This is an optimization exercise on Yosys and OpenROAD, whose aim is small area, a short achievable clock period and few clock cycles per item, not a production implementation. Function was not checked in any run shown here: the RTL went through the layout flow alone.

$ cat flow/config.mk
export PLATFORM = sky130hd
export DESIGN_NAME = disk_chs_lba_translate
export DESIGN_NICKNAME = disk_chs_lba_translate
export VERILOG_FILES = /design/flow/design.v
export SDC_FILE = /design/flow/constraint.sdc
export NUM_CORES = 4
export LEC_CHECK = 0
export CAP_MARGIN = 20
export CORE_MARGIN = 2
export CORE_UTILIZATION = 40
export SETUP_SLACK_MARGIN = 5
export SLEW_MARGIN = 20
$ cat flow/constraint.sdc
create_clock -name core_clock -period 9.0 [get_ports {clk_i}]
set_input_delay 1.8000 -clock core_clock [delete_from_list [all_inputs] [get_ports {clk_i}]]
set_output_delay 1.8000 -clock core_clock [all_outputs]
set_load 0.01 [all_outputs]
$ cat flow/design.v
module disk_chs_lba_translate (
  input  logic        clk_i,
  input  logic        rst_ni,
  input  logic        in_valid_i,
  output logic        in_ready_o,
  input  logic        in_func_i,
  input  logic [15:0] in_cylinder_i,
  input  logic [7:0]  in_head_i,
  input  logic [7:0]  in_sector_i,
  input  logic [31:0] in_block_i,
  input  logic        in_wide_i,
  output logic        out_valid_o,
  input  logic        out_ready_i,
  output logic [31:0] out_block_o,
  output logic [15:0] out_cylinder_o,
  output logic [7:0]  out_head_o,
  output logic [7:0]  out_sector_o,
  output logic        out_addr_valid_o,
  input  logic        cfg_valid_i,
  output logic        cfg_ready_o,
  input  logic [7:0]  cfg_index_i,
  input  logic [15:0] cfg_value_i
);
  logic [11:0] cyl_cnt_q;
  logic [7:0]  head_cnt_q;
  logic [7:0]  sec_narrow_q;
  logic [7:0]  sec_wide_q;
  logic [15:0] sh_narrow_q;    
  logic [15:0] sh_wide_q;      
  logic [9:0]  s3_narrow_q;    
  logic [9:0]  s3_wide_q;      
  logic        sh_busy_q;
  logic [2:0]  sh_bit_q;
  assign cfg_ready_o = 1'b1;
  always_ff @(posedge clk_i or negedge rst_ni) begin
    if (!rst_ni) begin
      cyl_cnt_q    <= 12'd815;
      head_cnt_q   <= 8'd19;
      sec_narrow_q <= 8'd22;
      sec_wide_q   <= 8'd20;
      s3_narrow_q  <= 10'd66;
      s3_wide_q    <= 10'd60;
    end else if (cfg_valid_i) begin
      case (cfg_index_i)
        8'd0: cyl_cnt_q    <= cfg_value_i[11:0];
        8'd1: head_cnt_q   <= cfg_value_i[7:0];
        8'd2: begin
          sec_narrow_q <= cfg_value_i[7:0];
          s3_narrow_q  <= {2'd0, cfg_value_i[7:0]} + {1'b0, cfg_value_i[7:0], 1'b0};
        end
        8'd3: begin
          sec_wide_q   <= cfg_value_i[7:0];
          s3_wide_q    <= {2'd0, cfg_value_i[7:0]} + {1'b0, cfg_value_i[7:0], 1'b0};
        end
        default: ;
      endcase
    end
  end
  logic sh_start;
  assign sh_start = cfg_valid_i && (cfg_index_i[7:2] == 6'd0) && (cfg_index_i[1:0] != 2'd0);
  always_ff @(posedge clk_i or negedge rst_ni) begin
    if (!rst_ni) begin
      sh_narrow_q <= 16'd418;
      sh_wide_q   <= 16'd380;
      sh_busy_q   <= 1'b0;
      sh_bit_q    <= 3'd7;
    end else if (sh_start) begin
      sh_narrow_q <= '0;
      sh_wide_q   <= '0;
      sh_busy_q   <= 1'b1;
      sh_bit_q    <= 3'd7;
    end else if (sh_busy_q) begin
      sh_narrow_q <= {sh_narrow_q[14:0], 1'b0}
                   + (head_cnt_q[sh_bit_q] ? {8'd0, sec_narrow_q} : 16'd0);
      sh_wide_q   <= {sh_wide_q[14:0], 1'b0}
                   + (head_cnt_q[sh_bit_q] ? {8'd0, sec_wide_q} : 16'd0);
      sh_bit_q    <= sh_bit_q - 3'd1;
      sh_busy_q   <= sh_bit_q != 3'd0;
    end
  end
  function automatic logic [16:0] div_row16(input logic [15:0] r, input logic b,
                                           input logic [15:0] d);
    logic [16:0] t, dd, g, p, bo, df;
    logic g0_1, p0_1, g0_3, p0_3, g0_5, p0_5, g0_7, p0_7;
    logic g0_9, p0_9, g0_11, p0_11, g0_13, p0_13, g0_15, p0_15;
    logic g1_2, p1_2, g1_3, p1_3, g1_6, p1_6, g1_7, p1_7;
    logic g1_10, p1_10, g1_11, p1_11, g1_14, p1_14, g1_15, p1_15;
    logic g2_4, p2_4, g2_5, p2_5, g2_6, p2_6, g2_7, p2_7;
    logic g2_12, p2_12, g2_13, p2_13, g2_14, p2_14, g2_15, p2_15;
    logic g3_8, p3_8, g3_9, p3_9, g3_10, p3_10, g3_11, p3_11;
    logic g3_12, p3_12, g3_13, p3_13, g3_14, p3_14, g3_15, p3_15;
    logic g4_16, p4_16;
    t  = {r, b};
    dd = {1'b0, d};
    g  = ~t & dd;        
    p  = ~(t ^ dd);      
    g0_1 = g[1] | (p[1] & g[0]);
    p0_1 = p[1] & p[0];
    g0_3 = g[3] | (p[3] & g[2]);
    p0_3 = p[3] & p[2];
    g0_5 = g[5] | (p[5] & g[4]);
    p0_5 = p[5] & p[4];
    g0_7 = g[7] | (p[7] & g[6]);
    p0_7 = p[7] & p[6];
    g0_9 = g[9] | (p[9] & g[8]);
    p0_9 = p[9] & p[8];
    g0_11 = g[11] | (p[11] & g[10]);
    p0_11 = p[11] & p[10];
    g0_13 = g[13] | (p[13] & g[12]);
    p0_13 = p[13] & p[12];
    g0_15 = g[15] | (p[15] & g[14]);
    p0_15 = p[15] & p[14];
    g1_2 = g[2] | (p[2] & g0_1);
    p1_2 = p[2] & p0_1;
    g1_3 = g0_3 | (p0_3 & g0_1);
    p1_3 = p0_3 & p0_1;
    g1_6 = g[6] | (p[6] & g0_5);
    p1_6 = p[6] & p0_5;
    g1_7 = g0_7 | (p0_7 & g0_5);
    p1_7 = p0_7 & p0_5;
    g1_10 = g[10] | (p[10] & g0_9);
    p1_10 = p[10] & p0_9;
    g1_11 = g0_11 | (p0_11 & g0_9);
    p1_11 = p0_11 & p0_9;
    g1_14 = g[14] | (p[14] & g0_13);
    p1_14 = p[14] & p0_13;
    g1_15 = g0_15 | (p0_15 & g0_13);
    p1_15 = p0_15 & p0_13;
    g2_4 = g[4] | (p[4] & g1_3);
    p2_4 = p[4] & p1_3;
    g2_5 = g0_5 | (p0_5 & g1_3);
    p2_5 = p0_5 & p1_3;
    g2_6 = g1_6 | (p1_6 & g1_3);
    p2_6 = p1_6 & p1_3;
    g2_7 = g1_7 | (p1_7 & g1_3);
    p2_7 = p1_7 & p1_3;
    g2_12 = g[12] | (p[12] & g1_11);
    p2_12 = p[12] & p1_11;
    g2_13 = g0_13 | (p0_13 & g1_11);
    p2_13 = p0_13 & p1_11;
    g2_14 = g1_14 | (p1_14 & g1_11);
    p2_14 = p1_14 & p1_11;
    g2_15 = g1_15 | (p1_15 & g1_11);
    p2_15 = p1_15 & p1_11;
    g3_8 = g[8] | (p[8] & g2_7);
    p3_8 = p[8] & p2_7;
    g3_9 = g0_9 | (p0_9 & g2_7);
    p3_9 = p0_9 & p2_7;
    g3_10 = g1_10 | (p1_10 & g2_7);
    p3_10 = p1_10 & p2_7;
    g3_11 = g1_11 | (p1_11 & g2_7);
    p3_11 = p1_11 & p2_7;
    g3_12 = g2_12 | (p2_12 & g2_7);
    p3_12 = p2_12 & p2_7;
    g3_13 = g2_13 | (p2_13 & g2_7);
    p3_13 = p2_13 & p2_7;
    g3_14 = g2_14 | (p2_14 & g2_7);
    p3_14 = p2_14 & p2_7;
    g3_15 = g2_15 | (p2_15 & g2_7);
    p3_15 = p2_15 & p2_7;
    g4_16 = g[16] | (p[16] & g3_15);
    p4_16 = p[16] & p3_15;
    bo[0] = g[0];
    bo[1] = g0_1;
    bo[2] = g1_2;
    bo[3] = g1_3;
    bo[4] = g2_4;
    bo[5] = g2_5;
    bo[6] = g2_6;
    bo[7] = g2_7;
    bo[8] = g3_8;
    bo[9] = g3_9;
    bo[10] = g3_10;
    bo[11] = g3_11;
    bo[12] = g3_12;
    bo[13] = g3_13;
    bo[14] = g3_14;
    bo[15] = g3_15;
    bo[16] = g4_16;
    df[0] = t[0] ^ dd[0];
    for (int i = 1; i <= 16; i++) df[i] = t[i] ^ dd[i] ^ bo[i-1];
    div_row16 = bo[16] ? {1'b0, t[15:0]} : {1'b1, df[15:0]};
  endfunction
  function automatic logic [8:0] cmpsub10(input logic [9:0] t, input logic [9:0] d);
    logic [9:0] g, p, bo, df;
    logic g0_1, p0_1, g0_3, p0_3, g0_5, p0_5, g0_7, p0_7;
    logic g0_9, p0_9, g1_2, p1_2, g1_3, p1_3, g1_6, p1_6;
    logic g1_7, p1_7, g2_4, p2_4, g2_5, p2_5, g2_6, p2_6;
    logic g2_7, p2_7, g3_8, p3_8, g3_9, p3_9;
    g = ~t & d;
    p = ~(t ^ d);
    g0_1 = g[1] | (p[1] & g[0]);
    p0_1 = p[1] & p[0];
    g0_3 = g[3] | (p[3] & g[2]);
    p0_3 = p[3] & p[2];
    g0_5 = g[5] | (p[5] & g[4]);
    p0_5 = p[5] & p[4];
    g0_7 = g[7] | (p[7] & g[6]);
    p0_7 = p[7] & p[6];
    g0_9 = g[9] | (p[9] & g[8]);
    p0_9 = p[9] & p[8];
    g1_2 = g[2] | (p[2] & g0_1);
    p1_2 = p[2] & p0_1;
    g1_3 = g0_3 | (p0_3 & g0_1);
    p1_3 = p0_3 & p0_1;
    g1_6 = g[6] | (p[6] & g0_5);
    p1_6 = p[6] & p0_5;
    g1_7 = g0_7 | (p0_7 & g0_5);
    p1_7 = p0_7 & p0_5;
    g2_4 = g[4] | (p[4] & g1_3);
    p2_4 = p[4] & p1_3;
    g2_5 = g0_5 | (p0_5 & g1_3);
    p2_5 = p0_5 & p1_3;
    g2_6 = g1_6 | (p1_6 & g1_3);
    p2_6 = p1_6 & p1_3;
    g2_7 = g1_7 | (p1_7 & g1_3);
    p2_7 = p1_7 & p1_3;
    g3_8 = g[8] | (p[8] & g2_7);
    p3_8 = p[8] & p2_7;
    g3_9 = g0_9 | (p0_9 & g2_7);
    p3_9 = p0_9 & p2_7;
    bo[0] = g[0];
    bo[1] = g0_1;
    bo[2] = g1_2;
    bo[3] = g1_3;
    bo[4] = g2_4;
    bo[5] = g2_5;
    bo[6] = g2_6;
    bo[7] = g2_7;
    bo[8] = g3_8;
    bo[9] = g3_9;
    df[0] = t[0] ^ d[0];
    for (int i = 1; i < 10; i++) df[i] = t[i] ^ d[i] ^ bo[i-1];
    cmpsub10 = {~bo[9], df[7:0]};
  endfunction
  function automatic logic [9:0] div_row8r4(input logic [7:0] r, input logic [1:0] b,
                                            input logic [7:0] d, input logic [9:0] d3);
    logic [9:0] t;
    logic [8:0] c1, c2, c3;
    t  = {r, b};
    c1 = cmpsub10(t, {2'd0, d});
    c2 = cmpsub10(t, {1'b0, d, 1'b0});
    c3 = cmpsub10(t, d3);
    if (c3[8])      div_row8r4 = {2'd3, c3[7:0]};
    else if (c2[8]) div_row8r4 = {2'd2, c2[7:0]};
    else if (c1[8]) div_row8r4 = {2'd1, c1[7:0]};
    else            div_row8r4 = {2'd0, t[7:0]};
  endfunction
  logic [15:0] vld_q;
  logic       en;
  logic       skid_full_q;
  logic       out_vld_q;
  logic       en_out;
  assign en          = ~skid_full_q;
  assign en_out      = ~out_vld_q | out_ready_i;
  assign in_ready_o  = en & ~sh_busy_q;
  assign out_valid_o = out_vld_q;
  always_ff @(posedge clk_i or negedge rst_ni) begin
    if (!rst_ni) begin
      vld_q       <= '0;
      skid_full_q <= 1'b0;
      out_vld_q   <= 1'b0;
    end else begin
      if (en) begin
        vld_q <= {vld_q[14:0], in_valid_i & ~sh_busy_q};
      end
      if (skid_full_q) begin
        skid_full_q <= ~en_out;
      end else begin
        skid_full_q <= vld_q[15] & ~en_out;
      end
      if (en_out) begin
        out_vld_q <= skid_full_q | vld_q[15];
      end
    end
  end
  logic        func_in, wide_in, bad_in;
  logic [27:0] w_in;
  always_comb begin
    func_in = in_func_i;
    wide_in = in_wide_i;
    if (in_func_i) begin
      bad_in = in_wide_i ? (in_block_i[31:12] >= {4'd0, sh_wide_q})
                         : (in_block_i[31:12] >= {4'd0, sh_narrow_q});
      w_in   = in_block_i[27:0];
    end else begin
      bad_in = !((in_cylinder_i < {4'd0, cyl_cnt_q}) && (in_head_i < head_cnt_q)
                 && (in_wide_i ? (in_sector_i < sec_wide_q) : (in_sector_i < sec_narrow_q)));
      w_in   = {in_cylinder_i[11:0], in_head_i, in_sector_i};
    end
  end
  logic        func_c0, wide_c0, bad_c0;
  logic [27:0] w_c0;
  always_comb begin
    logic [7:0]  s_k;
    logic [15:0] sh_k;
    logic [27:0] v, f;
    logic [16:0] d16;
    logic [9:0]  d8;
    logic [9:0]  s3_k;
    func_c0 = func_in;
    wide_c0 = wide_in;
    bad_c0  = bad_in;
    s_k  = wide_in ? sec_wide_q : sec_narrow_q;
    sh_k = wide_in ? sh_wide_q : sh_narrow_q;
    s3_k = wide_in ? s3_wide_q : s3_narrow_q;
    v    = w_in;
    f    = '0;
    d16  = '0;
    d8   = '0;
    w_c0 = v;
  end
  logic        func_q0, wide_q0, bad_q0;
  logic [27:0] w_q0;
  always_ff @(posedge clk_i) begin
    if (en) begin
      func_q0 <= func_c0;
      wide_q0 <= wide_c0;
      bad_q0  <= bad_c0;
      w_q0    <= w_c0;
    end
  end
  logic        func_c1, wide_c1, bad_c1;
  logic [27:0] w_c1;
  always_comb begin
    logic [7:0]  s_k;
    logic [15:0] sh_k;
    logic [27:0] v, f;
    logic [16:0] d16;
    logic [9:0]  d8;
    logic [9:0]  s3_k;
    func_c1 = func_q0;
    wide_c1 = wide_q0;
    bad_c1  = bad_q0;
    s_k  = wide_q0 ? sec_wide_q : sec_narrow_q;
    sh_k = wide_q0 ? sh_wide_q : sh_narrow_q;
    s3_k = wide_q0 ? s3_wide_q : s3_narrow_q;
    v    = w_q0;
    f    = '0;
    d16  = '0;
    d8   = '0;
    d16 = div_row16(v[27:12], v[11], sh_k);
    v   = {(d16[16] && func_q0) ? d16[15:0] : v[26:11], v[10:0], func_q0 ? d16[16] : v[27]};
    w_c1 = v;
  end
  logic        func_q1, wide_q1, bad_q1;
  logic [27:0] w_q1;
  always_ff @(posedge clk_i) begin
    if (en) begin
      func_q1 <= func_c1;
      wide_q1 <= wide_c1;
      bad_q1  <= bad_c1;
      w_q1    <= w_c1;
    end
  end
  logic        func_c2, wide_c2, bad_c2;
  logic [27:0] w_c2;
  always_comb begin
    logic [7:0]  s_k;
    logic [15:0] sh_k;
    logic [27:0] v, f;
    logic [16:0] d16;
    logic [9:0]  d8;
    logic [9:0]  s3_k;
    func_c2 = func_q1;
    wide_c2 = wide_q1;
    bad_c2  = bad_q1;
    s_k  = wide_q1 ? sec_wide_q : sec_narrow_q;
    sh_k = wide_q1 ? sh_wide_q : sh_narrow_q;
    s3_k = wide_q1 ? s3_wide_q : s3_narrow_q;
    v    = w_q1;
    f    = '0;
    d16  = '0;
    d8   = '0;
    d16 = div_row16(v[27:12], v[11], sh_k);
    v   = {(d16[16] && func_q1) ? d16[15:0] : v[26:11], v[10:0], func_q1 ? d16[16] : v[27]};
    if (!func_q1) begin
      f = {w_q1[0], w_q1[27], w_q1[26], w_q1[25], w_q1[24], w_q1[23], w_q1[22], w_q1[21], w_q1[20], w_q1[19], w_q1[18], w_q1[17], w_q1[16], w_q1[15], w_q1[14], w_q1[13], w_q1[12], w_q1[11], w_q1[10], w_q1[9], w_q1[8], w_q1[7], w_q1[6], w_q1[5], w_q1[4], w_q1[3], w_q1[2], w_q1[1]};
      f = {f[27:10], 10'(f[8+:2] * s_k) + 10'(f[7:0])};
      v[11] = f[9];
      v[10] = f[8];
      v[9] = f[7];
      v[8] = f[6];
      v[7] = f[5];
      v[6] = f[4];
      v[5] = f[3];
      v[4] = f[2];
      v[3] = f[1];
      v[2] = f[0];
    end
    w_c2 = v;
  end
  logic        func_q2, wide_q2, bad_q2;
  logic [27:0] w_q2;
  always_ff @(posedge clk_i) begin
    if (en) begin
      func_q2 <= func_c2;
      wide_q2 <= wide_c2;
      bad_q2  <= bad_c2;
      w_q2    <= w_c2;
    end
  end
  logic        func_c3, wide_c3, bad_c3;
  logic [27:0] w_c3;
  always_comb begin
    logic [7:0]  s_k;
    logic [15:0] sh_k;
    logic [27:0] v, f;
    logic [16:0] d16;
    logic [9:0]  d8;
    logic [9:0]  s3_k;
    func_c3 = func_q2;
    wide_c3 = wide_q2;
    bad_c3  = bad_q2;
    s_k  = wide_q2 ? sec_wide_q : sec_narrow_q;
    sh_k = wide_q2 ? sh_wide_q : sh_narrow_q;
    s3_k = wide_q2 ? s3_wide_q : s3_narrow_q;
    v    = w_q2;
    f    = '0;
    d16  = '0;
    d8   = '0;
    d16 = div_row16(v[27:12], v[11], sh_k);
    v   = {(d16[16] && func_q2) ? d16[15:0] : v[26:11], v[10:0], func_q2 ? d16[16] : v[27]};
    if (!func_q2) begin
      f = {w_q2[1], w_q2[0], w_q2[27], w_q2[26], w_q2[25], w_q2[24], w_q2[23], w_q2[22], w_q2[21], w_q2[20], w_q2[19], w_q2[18], w_q2[17], w_q2[16], w_q2[15], w_q2[14], w_q2[13], w_q2[12], w_q2[11], w_q2[10], w_q2[9], w_q2[8], w_q2[7], w_q2[6], w_q2[5], w_q2[4], w_q2[3], w_q2[2]};
      f = {f[27:12], 10'(f[10+:2] * s_k) + 10'(f[9:2]), f[1:0]};
      v[14] = f[11];
      v[13] = f[10];
      v[12] = f[9];
      v[11] = f[8];
      v[10] = f[7];
      v[9] = f[6];
      v[8] = f[5];
      v[7] = f[4];
      v[6] = f[3];
      v[5] = f[2];
    end
    w_c3 = v;
  end
  logic        func_q3, wide_q3, bad_q3;
  logic [27:0] w_q3;
  always_ff @(posedge clk_i) begin
    if (en) begin
      func_q3 <= func_c3;
      wide_q3 <= wide_c3;
      bad_q3  <= bad_c3;
      w_q3    <= w_c3;
    end
  end
  logic        func_c4, wide_c4, bad_c4;
  logic [27:0] w_c4;
  always_comb begin
    logic [7:0]  s_k;
    logic [15:0] sh_k;
    logic [27:0] v, f;
    logic [16:0] d16;
    logic [9:0]  d8;
    logic [9:0]  s3_k;
    func_c4 = func_q3;
    wide_c4 = wide_q3;
    bad_c4  = bad_q3;
    s_k  = wide_q3 ? sec_wide_q : sec_narrow_q;
    sh_k = wide_q3 ? sh_wide_q : sh_narrow_q;
    s3_k = wide_q3 ? s3_wide_q : s3_narrow_q;
    v    = w_q3;
    f    = '0;
    d16  = '0;
    d8   = '0;
    d16 = div_row16(v[27:12], v[11], sh_k);
    v   = {(d16[16] && func_q3) ? d16[15:0] : v[26:11], v[10:0], func_q3 ? d16[16] : v[27]};
    if (!func_q3) begin
      f = {w_q3[2], w_q3[1], w_q3[0], w_q3[27], w_q3[26], w_q3[25], w_q3[24], w_q3[23], w_q3[22], w_q3[21], w_q3[20], w_q3[19], w_q3[18], w_q3[17], w_q3[16], w_q3[15], w_q3[14], w_q3[13], w_q3[12], w_q3[11], w_q3[10], w_q3[9], w_q3[8], w_q3[7], w_q3[6], w_q3[5], w_q3[4], w_q3[3]};
      f = {f[27:14], 10'(f[12+:2] * s_k) + 10'(f[11:4]), f[3:0]};
      v[17] = f[13];
      v[16] = f[12];
      v[15] = f[11];
      v[14] = f[10];
      v[13] = f[9];
      v[12] = f[8];
      v[11] = f[7];
      v[10] = f[6];
      v[9] = f[5];
      v[8] = f[4];
    end
    w_c4 = v;
  end
  logic        func_q4, wide_q4, bad_q4;
  logic [27:0] w_q4;
  always_ff @(posedge clk_i) begin
    if (en) begin
      func_q4 <= func_c4;
      wide_q4 <= wide_c4;
      bad_q4  <= bad_c4;
      w_q4    <= w_c4;
    end
  end
  logic        func_c5, wide_c5, bad_c5;
  logic [27:0] w_c5;
  always_comb begin
    logic [7:0]  s_k;
    logic [15:0] sh_k;
    logic [27:0] v, f;
    logic [16:0] d16;
    logic [9:0]  d8;
    logic [9:0]  s3_k;
    func_c5 = func_q4;
    wide_c5 = wide_q4;
    bad_c5  = bad_q4;
    s_k  = wide_q4 ? sec_wide_q : sec_narrow_q;
    sh_k = wide_q4 ? sh_wide_q : sh_narrow_q;
    s3_k = wide_q4 ? s3_wide_q : s3_narrow_q;
    v    = w_q4;
    f    = '0;
    d16  = '0;
    d8   = '0;
    d16 = div_row16(v[27:12], v[11], sh_k);
    v   = {(d16[16] && func_q4) ? d16[15:0] : v[26:11], v[10:0], func_q4 ? d16[16] : v[27]};
    if (!func_q4) begin
      f = {w_q4[3], w_q4[2], w_q4[1], w_q4[0], w_q4[27], w_q4[26], w_q4[25], w_q4[24], w_q4[23], w_q4[22], w_q4[21], w_q4[20], w_q4[19], w_q4[18], w_q4[17], w_q4[16], w_q4[15], w_q4[14], w_q4[13], w_q4[12], w_q4[11], w_q4[10], w_q4[9], w_q4[8], w_q4[7], w_q4[6], w_q4[5], w_q4[4]};
      f = {f[27:16], 10'(f[14+:2] * s_k) + 10'(f[13:6]), f[5:0]};
      v[20] = f[15];
      v[19] = f[14];
      v[18] = f[13];
      v[17] = f[12];
      v[16] = f[11];
      v[15] = f[10];
      v[14] = f[9];
      v[13] = f[8];
      v[12] = f[7];
      v[11] = f[6];
    end
    w_c5 = v;
  end
  logic        func_q5, wide_q5, bad_q5;
  logic [27:0] w_q5;
  always_ff @(posedge clk_i) begin
    if (en) begin
      func_q5 <= func_c5;
      wide_q5 <= wide_c5;
      bad_q5  <= bad_c5;
      w_q5    <= w_c5;
    end
  end
  logic        func_c6, wide_c6, bad_c6;
  logic [27:0] w_c6;
  always_comb begin
    logic [7:0]  s_k;
    logic [15:0] sh_k;
    logic [27:0] v, f;
    logic [16:0] d16;
    logic [9:0]  d8;
    logic [9:0]  s3_k;
    func_c6 = func_q5;
    wide_c6 = wide_q5;
    bad_c6  = bad_q5;
    s_k  = wide_q5 ? sec_wide_q : sec_narrow_q;
    sh_k = wide_q5 ? sh_wide_q : sh_narrow_q;
    s3_k = wide_q5 ? s3_wide_q : s3_narrow_q;
    v    = w_q5;
    f    = '0;
    d16  = '0;
    d8   = '0;
    d16 = div_row16(v[27:12], v[11], sh_k);
    v   = {(d16[16] && func_q5) ? d16[15:0] : v[26:11], v[10:0], func_q5 ? d16[16] : v[27]};
    if (!func_q5) begin
      f = {w_q5[4], w_q5[3], w_q5[2], w_q5[1], w_q5[0], w_q5[27], w_q5[26], w_q5[25], w_q5[24], w_q5[23], w_q5[22], w_q5[21], w_q5[20], w_q5[19], w_q5[18], w_q5[17], w_q5[16], w_q5[15], w_q5[14], w_q5[13], w_q5[12], w_q5[11], w_q5[10], w_q5[9], w_q5[8], w_q5[7], w_q5[6], w_q5[5]};
      f = {f[27:18], 18'(f[16+:2] * sh_k) + 18'(f[15:0])};
      v[23] = f[17];
      v[22] = f[16];
      v[21] = f[15];
      v[20] = f[14];
      v[19] = f[13];
      v[18] = f[12];
      v[17] = f[11];
      v[16] = f[10];
      v[15] = f[9];
      v[14] = f[8];
      v[13] = f[7];
      v[12] = f[6];
      v[11] = f[5];
      v[10] = f[4];
      v[9] = f[3];
      v[8] = f[2];
      v[7] = f[1];
      v[6] = f[0];
    end
    w_c6 = v;
  end
  logic        func_q6, wide_q6, bad_q6;
  logic [27:0] w_q6;
  always_ff @(posedge clk_i) begin
    if (en) begin
      func_q6 <= func_c6;
      wide_q6 <= wide_c6;
      bad_q6  <= bad_c6;
      w_q6    <= w_c6;
    end
  end
  logic        func_c7, wide_c7, bad_c7;
  logic [27:0] w_c7;
  always_comb begin
    logic [7:0]  s_k;
    logic [15:0] sh_k;
    logic [27:0] v, f;
    logic [16:0] d16;
    logic [9:0]  d8;
    logic [9:0]  s3_k;
    func_c7 = func_q6;
    wide_c7 = wide_q6;
    bad_c7  = bad_q6;
    s_k  = wide_q6 ? sec_wide_q : sec_narrow_q;
    sh_k = wide_q6 ? sh_wide_q : sh_narrow_q;
    s3_k = wide_q6 ? s3_wide_q : s3_narrow_q;
    v    = w_q6;
    f    = '0;
    d16  = '0;
    d8   = '0;
    d16 = div_row16(v[27:12], v[11], sh_k);
    v   = {(d16[16] && func_q6) ? d16[15:0] : v[26:11], v[10:0], func_q6 ? d16[16] : v[27]};
    if (!func_q6) begin
      f = {w_q6[5], w_q6[4], w_q6[3], w_q6[2], w_q6[1], w_q6[0], w_q6[27], w_q6[26], w_q6[25], w_q6[24], w_q6[23], w_q6[22], w_q6[21], w_q6[20], w_q6[19], w_q6[18], w_q6[17], w_q6[16], w_q6[15], w_q6[14], w_q6[13], w_q6[12], w_q6[11], w_q6[10], w_q6[9], w_q6[8], w_q6[7], w_q6[6]};
      f = {f[27:20], 18'(f[18+:2] * sh_k) + 18'(f[17:2]), f[1:0]};
      v[26] = f[19];
      v[25] = f[18];
      v[24] = f[17];
      v[23] = f[16];
      v[22] = f[15];
      v[21] = f[14];
      v[20] = f[13];
      v[19] = f[12];
      v[18] = f[11];
      v[17] = f[10];
      v[16] = f[9];
      v[15] = f[8];
      v[14] = f[7];
      v[13] = f[6];
      v[12] = f[5];
      v[11] = f[4];
      v[10] = f[3];
      v[9] = f[2];
    end
    w_c7 = v;
  end
  logic        func_q7, wide_q7, bad_q7;
  logic [27:0] w_q7;
  always_ff @(posedge clk_i) begin
    if (en) begin
      func_q7 <= func_c7;
      wide_q7 <= wide_c7;
      bad_q7  <= bad_c7;
      w_q7    <= w_c7;
    end
  end
  logic        func_c8, wide_c8, bad_c8;
  logic [27:0] w_c8;
  always_comb begin
    logic [7:0]  s_k;
    logic [15:0] sh_k;
    logic [27:0] v, f;
    logic [16:0] d16;
    logic [9:0]  d8;
    logic [9:0]  s3_k;
    func_c8 = func_q7;
    wide_c8 = wide_q7;
    bad_c8  = bad_q7;
    s_k  = wide_q7 ? sec_wide_q : sec_narrow_q;
    sh_k = wide_q7 ? sh_wide_q : sh_narrow_q;
    s3_k = wide_q7 ? s3_wide_q : s3_narrow_q;
    v    = w_q7;
    f    = '0;
    d16  = '0;
    d8   = '0;
    d16 = div_row16(v[27:12], v[11], sh_k);
    v   = {(d16[16] && func_q7) ? d16[15:0] : v[26:11], v[10:0], func_q7 ? d16[16] : v[27]};
    if (!func_q7) begin
      f = {w_q7[6], w_q7[5], w_q7[4], w_q7[3], w_q7[2], w_q7[1], w_q7[0], w_q7[27], w_q7[26], w_q7[25], w_q7[24], w_q7[23], w_q7[22], w_q7[21], w_q7[20], w_q7[19], w_q7[18], w_q7[17], w_q7[16], w_q7[15], w_q7[14], w_q7[13], w_q7[12], w_q7[11], w_q7[10], w_q7[9], w_q7[8], w_q7[7]};
      f = {f[27:22], 18'(f[20+:2] * sh_k) + 18'(f[19:4]), f[3:0]};
      v[27] = f[19];
      v[26] = f[18];
      v[25] = f[17];
      v[24] = f[16];
      v[23] = f[15];
      v[22] = f[14];
      v[21] = f[13];
      v[20] = f[12];
      v[19] = f[11];
      v[18] = f[10];
      v[17] = f[9];
      v[16] = f[8];
      v[15] = f[7];
      v[14] = f[6];
      v[13] = f[5];
      v[12] = f[4];
      v[1] = f[21];
      v[0] = f[20];
    end
    w_c8 = v;
  end
  logic        func_q8, wide_q8, bad_q8;
  logic [27:0] w_q8;
  always_ff @(posedge clk_i) begin
    if (en) begin
      func_q8 <= func_c8;
      wide_q8 <= wide_c8;
      bad_q8  <= bad_c8;
      w_q8    <= w_c8;
    end
  end
  logic        func_c9, wide_c9, bad_c9;
  logic [27:0] w_c9;
  always_comb begin
    logic [7:0]  s_k;
    logic [15:0] sh_k;
    logic [27:0] v, f;
    logic [16:0] d16;
    logic [9:0]  d8;
    logic [9:0]  s3_k;
    func_c9 = func_q8;
    wide_c9 = wide_q8;
    bad_c9  = bad_q8;
    s_k  = wide_q8 ? sec_wide_q : sec_narrow_q;
    sh_k = wide_q8 ? sh_wide_q : sh_narrow_q;
    s3_k = wide_q8 ? s3_wide_q : s3_narrow_q;
    v    = w_q8;
    f    = '0;
    d16  = '0;
    d8   = '0;
    d16 = div_row16(v[27:12], v[11], sh_k);
    v   = {(d16[16] && func_q8) ? d16[15:0] : v[26:11], v[10:0], func_q8 ? d16[16] : v[27]};
    if (!func_q8) begin
      f = {w_q8[7], w_q8[6], w_q8[5], w_q8[4], w_q8[3], w_q8[2], w_q8[1], w_q8[0], w_q8[27], w_q8[26], w_q8[25], w_q8[24], w_q8[23], w_q8[22], w_q8[21], w_q8[20], w_q8[19], w_q8[18], w_q8[17], w_q8[16], w_q8[15], w_q8[14], w_q8[13], w_q8[12], w_q8[11], w_q8[10], w_q8[9], w_q8[8]};
      f = {f[27:24], 18'(f[22+:2] * sh_k) + 18'(f[21:6]), f[5:0]};
      v[27] = f[18];
      v[26] = f[17];
      v[25] = f[16];
      v[24] = f[15];
      v[23] = f[14];
      v[22] = f[13];
      v[21] = f[12];
      v[20] = f[11];
      v[19] = f[10];
      v[18] = f[9];
      v[17] = f[8];
      v[16] = f[7];
      v[15] = f[6];
      v[4] = f[23];
      v[3] = f[22];
      v[2] = f[21];
      v[1] = f[20];
      v[0] = f[19];
    end
    w_c9 = v;
  end
  logic        func_q9, wide_q9, bad_q9;
  logic [27:0] w_q9;
  always_ff @(posedge clk_i) begin
    if (en) begin
      func_q9 <= func_c9;
      wide_q9 <= wide_c9;
      bad_q9  <= bad_c9;
      w_q9    <= w_c9;
    end
  end
  logic        func_c10, wide_c10, bad_c10;
  logic [27:0] w_c10;
  always_comb begin
    logic [7:0]  s_k;
    logic [15:0] sh_k;
    logic [27:0] v, f;
    logic [16:0] d16;
    logic [9:0]  d8;
    logic [9:0]  s3_k;
    func_c10 = func_q9;
    wide_c10 = wide_q9;
    bad_c10  = bad_q9;
    s_k  = wide_q9 ? sec_wide_q : sec_narrow_q;
    sh_k = wide_q9 ? sh_wide_q : sh_narrow_q;
    s3_k = wide_q9 ? s3_wide_q : s3_narrow_q;
    v    = w_q9;
    f    = '0;
    d16  = '0;
    d8   = '0;
    d16 = div_row16(v[27:12], v[11], sh_k);
    v   = {(d16[16] && func_q9) ? d16[15:0] : v[26:11], v[10:0], func_q9 ? d16[16] : v[27]};
    if (!func_q9) begin
      f = {w_q9[8], w_q9[7], w_q9[6], w_q9[5], w_q9[4], w_q9[3], w_q9[2], w_q9[1], w_q9[0], w_q9[27], w_q9[26], w_q9[25], w_q9[24], w_q9[23], w_q9[22], w_q9[21], w_q9[20], w_q9[19], w_q9[18], w_q9[17], w_q9[16], w_q9[15], w_q9[14], w_q9[13], w_q9[12], w_q9[11], w_q9[10], w_q9[9]};
      f = {f[27:26], 18'(f[24+:2] * sh_k) + 18'(f[23:8]), f[7:0]};
      v[27] = f[17];
      v[26] = f[16];
      v[25] = f[15];
      v[24] = f[14];
      v[23] = f[13];
      v[22] = f[12];
      v[21] = f[11];
      v[20] = f[10];
      v[19] = f[9];
      v[18] = f[8];
      v[7] = f[25];
      v[6] = f[24];
      v[5] = f[23];
      v[4] = f[22];
      v[3] = f[21];
      v[2] = f[20];
      v[1] = f[19];
      v[0] = f[18];
    end
    w_c10 = v;
  end
  logic        func_q10, wide_q10, bad_q10;
  logic [27:0] w_q10;
  always_ff @(posedge clk_i) begin
    if (en) begin
      func_q10 <= func_c10;
      wide_q10 <= wide_c10;
      bad_q10  <= bad_c10;
      w_q10    <= w_c10;
    end
  end
  logic        func_c11, wide_c11, bad_c11;
  logic [27:0] w_c11;
  always_comb begin
    logic [7:0]  s_k;
    logic [15:0] sh_k;
    logic [27:0] v, f;
    logic [16:0] d16;
    logic [9:0]  d8;
    logic [9:0]  s3_k;
    func_c11 = func_q10;
    wide_c11 = wide_q10;
    bad_c11  = bad_q10;
    s_k  = wide_q10 ? sec_wide_q : sec_narrow_q;
    sh_k = wide_q10 ? sh_wide_q : sh_narrow_q;
    s3_k = wide_q10 ? s3_wide_q : s3_narrow_q;
    v    = w_q10;
    f    = '0;
    d16  = '0;
    d8   = '0;
    d16 = div_row16(v[27:12], v[11], sh_k);
    v   = {(d16[16] && func_q10) ? d16[15:0] : v[26:11], v[10:0], func_q10 ? d16[16] : v[27]};
    if (!func_q10) begin
      f = {w_q10[9], w_q10[8], w_q10[7], w_q10[6], w_q10[5], w_q10[4], w_q10[3], w_q10[2], w_q10[1], w_q10[0], w_q10[27], w_q10[26], w_q10[25], w_q10[24], w_q10[23], w_q10[22], w_q10[21], w_q10[20], w_q10[19], w_q10[18], w_q10[17], w_q10[16], w_q10[15], w_q10[14], w_q10[13], w_q10[12], w_q10[11], w_q10[10]};
      f = {18'(f[26+:2] * sh_k) + 18'(f[25:10]), f[9:0]};
      v[27] = f[16];
      v[26] = f[15];
      v[25] = f[14];
      v[24] = f[13];
      v[23] = f[12];
      v[22] = f[11];
      v[21] = f[10];
      v[10] = f[27];
      v[9] = f[26];
      v[8] = f[25];
      v[7] = f[24];
      v[6] = f[23];
      v[5] = f[22];
      v[4] = f[21];
      v[3] = f[20];
      v[2] = f[19];
      v[1] = f[18];
      v[0] = f[17];
    end
    w_c11 = v;
  end
  logic        func_q11, wide_q11, bad_q11;
  logic [27:0] w_q11;
  always_ff @(posedge clk_i) begin
    if (en) begin
      func_q11 <= func_c11;
      wide_q11 <= wide_c11;
      bad_q11  <= bad_c11;
      w_q11    <= w_c11;
    end
  end
  logic        func_c12, wide_c12, bad_c12;
  logic [27:0] w_c12;
  always_comb begin
    logic [7:0]  s_k;
    logic [15:0] sh_k;
    logic [27:0] v, f;
    logic [16:0] d16;
    logic [9:0]  d8;
    logic [9:0]  s3_k;
    func_c12 = func_q11;
    wide_c12 = wide_q11;
    bad_c12  = bad_q11;
    s_k  = wide_q11 ? sec_wide_q : sec_narrow_q;
    sh_k = wide_q11 ? sh_wide_q : sh_narrow_q;
    s3_k = wide_q11 ? s3_wide_q : s3_narrow_q;
    v    = w_q11;
    f    = '0;
    d16  = '0;
    d8   = '0;
    d16 = div_row16(v[27:12], v[11], sh_k);
    v   = {(d16[16] && func_q11) ? d16[15:0] : v[26:11], v[10:0], func_q11 ? d16[16] : v[27]};
    w_c12 = v;
  end
  logic        func_q12, wide_q12, bad_q12;
  logic [27:0] w_q12;
  always_ff @(posedge clk_i) begin
    if (en) begin
      func_q12 <= func_c12;
      wide_q12 <= wide_c12;
      bad_q12  <= bad_c12;
      w_q12    <= w_c12;
    end
  end
  logic        func_c13, wide_c13, bad_c13;
  logic [27:0] w_c13;
  always_comb begin
    logic [7:0]  s_k;
    logic [15:0] sh_k;
    logic [27:0] v, f;
    logic [16:0] d16;
    logic [9:0]  d8;
    logic [9:0]  s3_k;
    func_c13 = func_q12;
    wide_c13 = wide_q12;
    bad_c13  = bad_q12;
    s_k  = wide_q12 ? sec_wide_q : sec_narrow_q;
    sh_k = wide_q12 ? sh_wide_q : sh_narrow_q;
    s3_k = wide_q12 ? s3_wide_q : s3_narrow_q;
    v    = w_q12;
    f    = '0;
    d16  = '0;
    d8   = '0;
    bad_c13 = bad_q12 | (func_q12 && !(v[11:0] < cyl_cnt_q));
    v   = {v[11:0], v[27:12]};
    d8  = div_row8r4(v[15:8], v[7:6], s_k, s3_k);
    v   = {v[27:16], (d8[9:8] != 2'd0 && func_q12) ? d8[7:0] : v[13:6], v[5:0], func_q12 ? d8[9:8] : v[15:14]};
    w_c13 = v;
  end
  logic        func_q13, wide_q13, bad_q13;
  logic [27:0] w_q13;
  always_ff @(posedge clk_i) begin
    if (en) begin
      func_q13 <= func_c13;
      wide_q13 <= wide_c13;
      bad_q13  <= bad_c13;
      w_q13    <= w_c13;
    end
  end
  logic        func_c14, wide_c14, bad_c14;
  logic [27:0] w_c14;
  always_comb begin
    logic [7:0]  s_k;
    logic [15:0] sh_k;
    logic [27:0] v, f;
    logic [16:0] d16;
    logic [9:0]  d8;
    logic [9:0]  s3_k;
    func_c14 = func_q13;
    wide_c14 = wide_q13;
    bad_c14  = bad_q13;
    s_k  = wide_q13 ? sec_wide_q : sec_narrow_q;
    sh_k = wide_q13 ? sh_wide_q : sh_narrow_q;
    s3_k = wide_q13 ? s3_wide_q : s3_narrow_q;
    v    = w_q13;
    f    = '0;
    d16  = '0;
    d8   = '0;
    d8  = div_row8r4(v[15:8], v[7:6], s_k, s3_k);
    v   = {v[27:16], (d8[9:8] != 2'd0 && func_q13) ? d8[7:0] : v[13:6], v[5:0], func_q13 ? d8[9:8] : v[15:14]};
    w_c14 = v;
  end
  logic        func_q14, wide_q14, bad_q14;
  logic [27:0] w_q14;
  always_ff @(posedge clk_i) begin
    if (en) begin
      func_q14 <= func_c14;
      wide_q14 <= wide_c14;
      bad_q14  <= bad_c14;
      w_q14    <= w_c14;
    end
  end
  logic        func_c15, wide_c15, bad_c15;
  logic [27:0] w_c15;
  always_comb begin
    logic [7:0]  s_k;
    logic [15:0] sh_k;
    logic [27:0] v, f;
    logic [16:0] d16;
    logic [9:0]  d8;
    logic [9:0]  s3_k;
    func_c15 = func_q14;
    wide_c15 = wide_q14;
    bad_c15  = bad_q14;
    s_k  = wide_q14 ? sec_wide_q : sec_narrow_q;
    sh_k = wide_q14 ? sh_wide_q : sh_narrow_q;
    s3_k = wide_q14 ? s3_wide_q : s3_narrow_q;
    v    = w_q14;
    f    = '0;
    d16  = '0;
    d8   = '0;
    d8  = div_row8r4(v[15:8], v[7:6], s_k, s3_k);
    v   = {v[27:16], (d8[9:8] != 2'd0 && func_q14) ? d8[7:0] : v[13:6], v[5:0], func_q14 ? d8[9:8] : v[15:14]};
    w_c15 = v;
  end
  logic        func_q15, wide_q15, bad_q15;
  logic [27:0] w_q15;
  always_ff @(posedge clk_i) begin
    if (en) begin
      func_q15 <= func_c15;
      wide_q15 <= wide_c15;
      bad_q15  <= bad_c15;
      w_q15    <= w_c15;
    end
  end
  logic        func_e, wide_e, bad_e;
  logic [27:0] w_e;
  always_comb begin
    logic [7:0]  s_k;
    logic [15:0] sh_k;
    logic [27:0] v, f;
    logic [16:0] d16;
    logic [9:0]  d8;
    logic [9:0]  s3_k;
    func_e = func_q15;
    wide_e = wide_q15;
    bad_e  = bad_q15;
    s_k  = wide_q15 ? sec_wide_q : sec_narrow_q;
    sh_k = wide_q15 ? sh_wide_q : sh_narrow_q;
    s3_k = wide_q15 ? s3_wide_q : s3_narrow_q;
    v    = w_q15;
    f    = '0;
    d16  = '0;
    d8   = '0;
    d8  = div_row8r4(v[15:8], v[7:6], s_k, s3_k);
    v   = {v[27:16], (d8[9:8] != 2'd0 && func_q15) ? d8[7:0] : v[13:6], v[5:0], func_q15 ? d8[9:8] : v[15:14]};
    w_e = v;
  end
  logic        skid_func_q, skid_bad_q;
  logic [27:0] skid_w_q;
  logic        func_o, ok_o;
  logic [27:0] w_o;
  logic [27:0] blk_o;
  always_ff @(posedge clk_i) begin
    if (!skid_full_q) begin
      skid_func_q <= func_e;
      skid_bad_q  <= bad_e;
      skid_w_q    <= w_e;
    end
  end
  assign func_o = skid_full_q ? skid_func_q : func_e;
  assign ok_o   = !(skid_full_q ? skid_bad_q : bad_e);
  assign w_o    = skid_full_q ? skid_w_q : w_e;
  assign blk_o  = {w_o[27], w_o[26], w_o[25], w_o[24], w_o[23], w_o[22], w_o[21], w_o[20], w_o[19], w_o[18], w_o[17], w_o[16], w_o[7], w_o[6], w_o[5], w_o[4], w_o[3], w_o[2], w_o[1], w_o[0], w_o[15], w_o[14], w_o[13], w_o[12], w_o[11], w_o[10], w_o[9], w_o[8]};
  always_ff @(posedge clk_i) begin
    if (en_out) begin
      out_block_o      <= '0;
      out_cylinder_o   <= '0;
      out_head_o       <= '0;
      out_sector_o     <= '0;
      out_addr_valid_o <= ok_o;
      if (!func_o) begin
        out_block_o <= ok_o ? {4'd0, blk_o} : '1;
      end else if (ok_o) begin
        out_cylinder_o <= {4'd0, w_o[27:16]};
        out_head_o     <= w_o[7:0];
        out_sector_o   <= w_o[15:8];
      end else begin
        out_cylinder_o <= '1;
        out_head_o     <= '1;
        out_sector_o   <= '1;
      end
    end
  end
endmodule
$ cat flow/run.sh
#!/bin/bash
# synth_recipe.tcl (not shown) runs the flow's synth.tcl, then flattens the netlist and writes it again
# the make line also repeats each setting of config.mk as NAME=value (left out here)
make -C /OpenROAD-flow-scripts/flow DESIGN_CONFIG=/design/flow/config.mk WORK_HOME=/design/flow/orfs CLKGATE_MAP_FILE= SYNTH_SCRIPT=/design/flow/synth_recipe.tcl finish
==> results_dict.tcl, run 1 <==
set metrics [dict create \
    nets 6608 \
    clk_pin_slew_ns 0.06 \
    relSlewSlack 0.347 \
    ant_nets 0 \
    overflow 0 \
    rsz0062_at_grt "yes" \
    route.vias.total 41500 \
    yosys.area_share.simple 0.115 \
    drc 0 \
    hold_viol_final 0 \
    layout_min_cycle_time_ns 4.10 \
    core_mm2 0.134 \
    synth-edff-count 555 \
    cts_hold_buf 0 \
    synthMuxAreaShare 0.0567 \
    antenna_found_initial 11 \
    ctsLongestPathBuffers 3 \
    synth_compound_area_frac 0.151 \
    h-tree-depth 3 \
    grt_pass1_vias 40100 \
    syn-instance-count 5549 \
    fin_skew_ns 0.0487 \
    finalSetupViolCount 0 \
    largest-register "out_block_o" \
    yosys_register_bits 693 \
    grt_max_degree 149 \
    grt_pass1_wl_mm 239 \
    start_kind "flip-flop" \
    seq_area_mm2 0.0200 \
    cts_tree "done" \
    syn_area_mm2 0.0539 \
    ios 163 \
    yosysTopAreaCell "edfxtp_1" \
    min-delay-path-class "reg -> reg" \
    areaGrowthSynthToFinish_pct 17.0 \
    portBuffers 157 \
    ys_types 102 \
    dieWidth_um 371 \
    cts.sinks 693 \
    gp_congestion 0.906 \
    synth-seq-area-share 0.371 \
    synthAdderAreaFrac 0.198 \
    initial_core_util 0.403 \
    pre_cts_ws_ns 3.94 \
    via_per_inst 5.44 \
    fin_ws_ns 4.90 \
    fin_crit_sh 0.455 \
    path_max_fanout 5 \
    status "complete, no violations" \
    ys.flop_type "edfxtp_1" \
    ys_warn_count 1 \
    numCtsBuffers 82 \
    clk_latency_ns 0.71 \
    final_core_util 0.472 \
    multi_input_area_mm2 0.0319 \
    largest_reg_flops 29 \
    cp.required_ns 9.43 \
    synth_top_family_by_area "adder cells" \
    die_y_um 371 \
    synthArstFlopShare 0.156 \
    synthTopCellsByArea "edfxtp_1 31%, ha_1 12%, fa_1 7.8%, nand2_1 4.6%, o21ai_0 4.6%" \
    tns_ns 0 \
    drive_above_1_share 0.146 \
    synth.avg_cell_area_um2 9.71 \
    wl_per_cell_um 20.8 \
    rows 134 \
    finalMaxSlewViolations 0 \
    synth_xor_area_frac 0.0457 \
    timing.fmax_mhz 244 \
    routed_wl_mm 159 \
    synth_top_area_share 0.309 \
    synth_fp_nets 6370 \
    grtUsageTotal 0.227 \
    cts_root_buffer "clkbuf_16" \
    worst_pin_slew_ns 0.979 \
    drv_cap 0 \
    hpwl_mm 112 \
    fill_cells 12300 \
    worst_setup_path_end_kind "flip-flop" \
    drtIter0Drc 3528 \
    drt_first_pass_iters 6 \
    whs_ns 0.410 \
    worstSetupPathType "reg -> reg" \
    die-area_mm2 0.138 \
    crit_arrival_ns 4.53 \
]
-- kinds of logic (layout without fill, tap and decap cells) --
family,count (synthesis),in the layout
flip-flops,693,693
AND/OR/NAND/NOR,1392,1392
buffers and inverters,873,1175
AO/OA/AOI/OAI,1301,1306
XOR/XNOR,281,281
adder cells (fa/ha/maj),726,726
multiplexers,282,282
other,1,2
-- repair_timing --
| action | CTS | global route |
|---|---|---|
| pin swaps | 56 | 112 |
| gates cloned | 3 | 5 |
| endpoints found under the setup margin | 294 | 256 |
| setup buffers | 105 | 66 |
| resized for setup | 225 | 200 |
-- through the flow --
| step | instance area, µm² | std cells |
|---|---|---|
| floorplan | 54000 | 5549 |
| global placement | 57200 | 7290 |
| detailed placement | 57200 | 7290 |
| CTS | 61600 | 7551 |
| global route | 63100 | 7624 |
| finish | 63100 | 7625 |
-- metal layers --
metal / vias up / global-route usage / routed length [µm]
met4: 10 / 0.0722 / 5170
li1: 19800 / - / -
met1: 20200 / 0.319 / 71200
met5: - / 0 / 61
met2: 1295 / 0.355 / 70100
met3: 278 / 0.0397 / 12300
-- worst max-delay path, cell delays in order (launching register included) --
cell	delay (ns)
dfstp_2	0.56
clkinvlp_4	0.09
buf_12	0.15
o21ai_4	0.17
nand2_2	0.08
fa_1	0.54
inv_2	0.05
ha_4	0.16
fa_2	0.34
a21o_1	0.16
a21o_1	0.18
a21oi_2	0.17
o21ai_2	0.08
a41o_1	0.22
o41ai_4	0.35
o21ai_2	0.13
buf_4	0.16
xnor2_2	0.13
o21ai_1	0.08
-- worst paths after layout --
check                                           start                   endpoint  slack, ns  cells after the start
max reg2reg                sh_narrow_q[1]$_DFFE_PN1P_         w_q10[5]$_DFFE_PN_       4.90                     18
min in group asynchronous                      rst_ni  sh_wide_q[15]$_DFFE_PN0P_       1.10                      1
min                               w_q12[15]$_DFFE_PN_         w_q13[5]$_DFFE_PN_       0.41                      0
max in group asynchronous                      rst_ni   cyl_cnt_q[8]$_DFFE_PN1P_       6.69                      3
min reg2reg                       w_q12[15]$_DFFE_PN_         w_q13[5]$_DFFE_PN_       0.41                      0
max                        sh_narrow_q[1]$_DFFE_PN1P_         w_q10[5]$_DFFE_PN_       4.90                     18
-- cells in the final DEF (no fill, tap or decap), types with 41 or more instances in the layout --
master,instances
clkbuf_16,85
nand3_1,43
o21ai_0,399
xor2_1,121
and2_1,67
o21a_1,67
nor2_1,325
clkdlybuf4s50_1,155
mux2_2,168
edfxtp_1,555
ha_1,504
inv_1,610
buf_4,180
mux2i_1,101
dfrtp_1,65
nand2b_1,54
nand2_1,653
xnor2_1,159
fa_1,200
a21o_1,101
o21ai_1,56
nor3_1,41
a21oi_1,248
nor2b_1,71
-- synthesized netlist by cell type (11+ instances only) --
library cell  count
nand3_1          44
dfxtp_1          30
or3_1            23
o21ai_1          12
o21ai_0         491
mux2i_1         112
o211ai_1         23
o21a_1           71
a21o_1          101
nand2_1         662
inv_1           628
o2111ai_1        12
xnor2_1         160
nand2b_1         56
a211oi_1         36
o221ai_1         11
dfstp_2          34
a31oi_1          44
a221oi_1         15
a21oi_1         285
nor2_1          329
nor2b_1          74
mux2_2          168
a211o_1          14
edfxtp_1        555
fa_1            211
and2_1           69
a22o_1           13
clkbuf_1        196
or2_2            19
o21bai_1         31
dfrtp_1          74
ha_1            515
nor3_1           42
o31ai_1          31
buf_2            13
xor2_1          121
nand3b_1         12
buf_1            13
-- area by class of cell --
class,count,share of cell area
inverters,637,0.0391
well taps,1768,0.0351
repair buffers,385,0.0590
multi-input cells,3988,0.506
diodes,1,0.0000397
clock buffers,111,0.0352
clock inverters,42,0.00750
flip-flops and latches,693,0.318
==> inputs of run 2 (changes only) <==
--- a/flow/config.mk
+++ b/flow/config.mk
@@ -5,6 +5,7 @@
 export SDC_FILE = /design/flow/constraint.sdc
 export NUM_CORES = 4
 export LEC_CHECK = 0
+export ABC_AREA = 1
 export CAP_MARGIN = 20
 export CORE_MARGIN = 2
 export CORE_UTILIZATION = 40
==> results_dict.tcl, run 2 <==
set metrics [dict create \
    status "complete, no violations" \
    clk_latency_ns 0.70 \
    via_per_inst 5.24 \
    synthTopCellsByArea "edfxtp_1 30%, nand2_1 12%, ha_1 12%, fa_1 7.6%, inv_1 6.8%" \
    cts.sinks 693 \
    ctsLongestPathBuffers 3 \
    ys_types 70 \
    crit_arrival_ns 4.33 \
    ys_warn_count 1 \
    route.vias.total 46400 \
    fill_cells 13500 \
    ys.flop_type "edfxtp_1" \
    antenna_found_initial 3 \
    cp.required_ns 9.41 \
    grt_pass1_vias 43800 \
    synth.avg_cell_area_um2 8.09 \
    drc 0 \
    ant_nets 0 \
    areaGrowthSynthToFinish_pct 12.4 \
    fin_ws_ns 5.08 \
    synth-edff-count 555 \
    synth-seq-area-share 0.362 \
    n_antenna_cell 0 \
    portBuffers 157 \
    die-area_mm2 0.141 \
    fin_crit_sh 0.435 \
    initial_core_util 0.403 \
    worst_pin_slew_ns 1.12 \
    fin_skew_ns 0.0422 \
    drt_first_pass_iters 6 \
    timing.fmax_mhz 255 \
    gp_congestion 0.924 \
    hold_viol_final 0 \
    numCtsBuffers 81 \
    yosys_register_bits 693 \
    die_y_um 376 \
    pre_cts_ws_ns 4.11 \
    relSlewSlack 0.254 \
    largest_reg_flops 29 \
    synth_top_area_share 0.301 \
    drtIter0Drc 4288 \
    grt_max_degree 179 \
    synth_fp_nets 7663 \
    ios 163 \
    rsz0062_at_grt "yes" \
    grtUsageTotal 0.234 \
    h-tree-depth 3 \
    worst_setup_path_end_kind "flip-flop" \
    core_mm2 0.137 \
    cts_root_buffer "clkbuf_16" \
    whs_ns 0.404 \
    worstSetupPathType "reg -> reg" \
    stdcell_count 8854 \
    syn_area_mm2 0.0554 \
    finalMaxSlewViolations 0 \
    final_common_cell "nand2_1" \
    final_cell_mix "1778 x nand2_1, 987 x inv_1, 555 x edfxtp_1, 541 x o21ai_0, 515 x ha_1" \
    yosysTopAreaCell "edfxtp_1" \
    tns_ns 0 \
    clk_pin_slew_ns 0.06 \
    dieWidth_um 376 \
    cts_tree "done" \
    layout_min_cycle_time_ns 3.92 \
    start_kind "flip-flop" \
    nets 7812 \
    wl_per_cell_um 18.9 \
    hpwl_mm 125 \
    grt_pass1_wl_mm 256 \
    drv_cap 0 \
    overflow 0 \
    routed_wl_mm 168 \
    ys_top_cells_by_count "1784 x nand2_1, 1009 x inv_1, 594 x o21ai_0" \
    largest-register "out_block_o" \
    yosysMostFrequentCell "nand2_1" \
    rows 136 \
    min-delay-path-class "reg -> reg" \
    dpl.cell_count 8624 \
    finalSetupViolCount 0 \
    drive_above_1_share 0.0720 \
    synthArstFlopShare 0.156 \
    cts_hold_buf 0 \
    syn-instance-count 6842 \
    path_max_fanout 12 \
]
run 2: what timing repair did:
| item | CTS | global route |
|---|---|---|
| pin swaps | 0 | 2 |
| gates resized for setup | 53 | 83 |
| gates cloned | 0 | 0 |
| setup endpoints to repair | 99 | 174 |
| buffers inserted | 19 | 59 |
run 2: logic make-up (layout without fill, tap and decap cells):
family                     count (synthesis)  count (layout)  synth area share
and+or+nand+nor                         2742            2742             0.205
AOI/OAI and AO/OA                       1275            1275             0.127
buffers and inverters                   1239            1457            0.0873
adders and majority gates                726             726             0.193
DFF                                      693             693             0.362
xor gates and xnor gates                 162             162            0.0256
muxes                                      4               4          0.000814
other                                      1               1         0.0000677
run 2: area by class of cell:
cell class / instances / area, µm² / area share
tap: 1794 / 2240 / 0.0361
clock buffer: 95 / 2120 / 0.0341
inverter: 1043 / 4020 / 0.0647
timing repair buffer: 262 / 2480 / 0.0398
sequential: 693 / 20100 / 0.322
multi-input combinational: 4910 / 30600 / 0.492
clock inverter: 57 / 677 / 0.0109
run 2: critical path: stages (launching register included):
cell     delay [ns]
dfrtp_1        0.51
inv_1          0.43
o21ai_0        0.68
nand2_1        0.14
fa_1           0.51
inv_1          0.04
ha_1           0.35
a21oi_1        0.14
o21ai_0        0.09
a21oi_1        0.11
nand2_1        0.10
nand2_1        0.09
nand2_1        0.05
nand2_1        0.07
nand2_1        0.06
nand2_1        0.06
nand2_1        0.05
nand2_1        0.05
nand3_1        0.11
run 2: through the flow:
step	area, µm²	util
floorplan	55400	-
global placement	58500	0.425
global route	62200	0.453
finish	62200	0.453
detailed placement	58500	0.425
CTS	61500	0.448
run 2: routing by layer:
| layer | wire (µm) | GRT usage | vias up |
|---|---|---|---|
| met2 | 76200 | 0.383 | 1500 |
| met1 | 74200 | 0.320 | 21800 |
| met4 | 5940 | 0.0747 | 2 |
| met3 | 11400 | 0.0331 | 304 |
| li1 | - | - | 22800 |
| met5 | 8 | 0 | - |
run 2: worst paths after layout:
| path | from | to | slack (ns) | cells after the start |
|---|---|---|---|---|
| max | sh_narrow_q[12]$_DFFE_PN0P_ | w_q6[23]$_DFFE_PN_ | 5.08 | 18 |
| min | w_q0[4]$_DFFE_PN_ | w_q1[5]$_DFFE_PN_ | 0.40 | 0 |
| max reg2reg | sh_narrow_q[12]$_DFFE_PN0P_ | w_q6[23]$_DFFE_PN_ | 5.08 | 18 |
| min reg2reg | w_q0[4]$_DFFE_PN_ | w_q1[5]$_DFFE_PN_ | 0.40 | 0 |
| max in group asynchronous | rst_ni | sh_wide_q[1]$_DFFE_PN0P_ | 6.36 | 2 |
| min in group asynchronous | rst_ni | s3_wide_q[8]$_DFFE_PN0P_ | 1.16 | 1 |

==> separate check: timing with driven ports <==
The results above use ideal ports. As a check the final layouts listed here were re-extracted and re-timed, cells and wires unchanged.
Step 1 (the two cells are an assumption about what drives the block):
set clk [get_ports {clk_i}]
set_driving_cell -lib_cell sky130_fd_sc_hd__clkbuf_16 $clk
set_driving_cell -lib_cell sky130_fd_sc_hd__buf_2 [delete_from_list [all_inputs] $clk]
Step 2 adds t to the input delays and takes it off the output delays; t is the mean of the earliest and latest rising clock arrival at the registers after step 1. Input paths then give back, and output paths get back, about the clock's delay inside the block.
a / b / c = ideal / step 1 / step 2; a / b = the first two.
run	t, ns	setup WS [ns]	worst hold slack (ns)
run 1	0.765	4.905 / 4.905 / 4.459	0.410 / 0.410 / 0.410
run 2	0.756	5.084 / 5.084 / 4.393	0.404 / 0.404 / 0.404
After both steps every run listed still meets setup and hold. The setup slack of run 2, which loses most, moves by 0.000 ns with the drivers and by -0.691 ns with both steps.
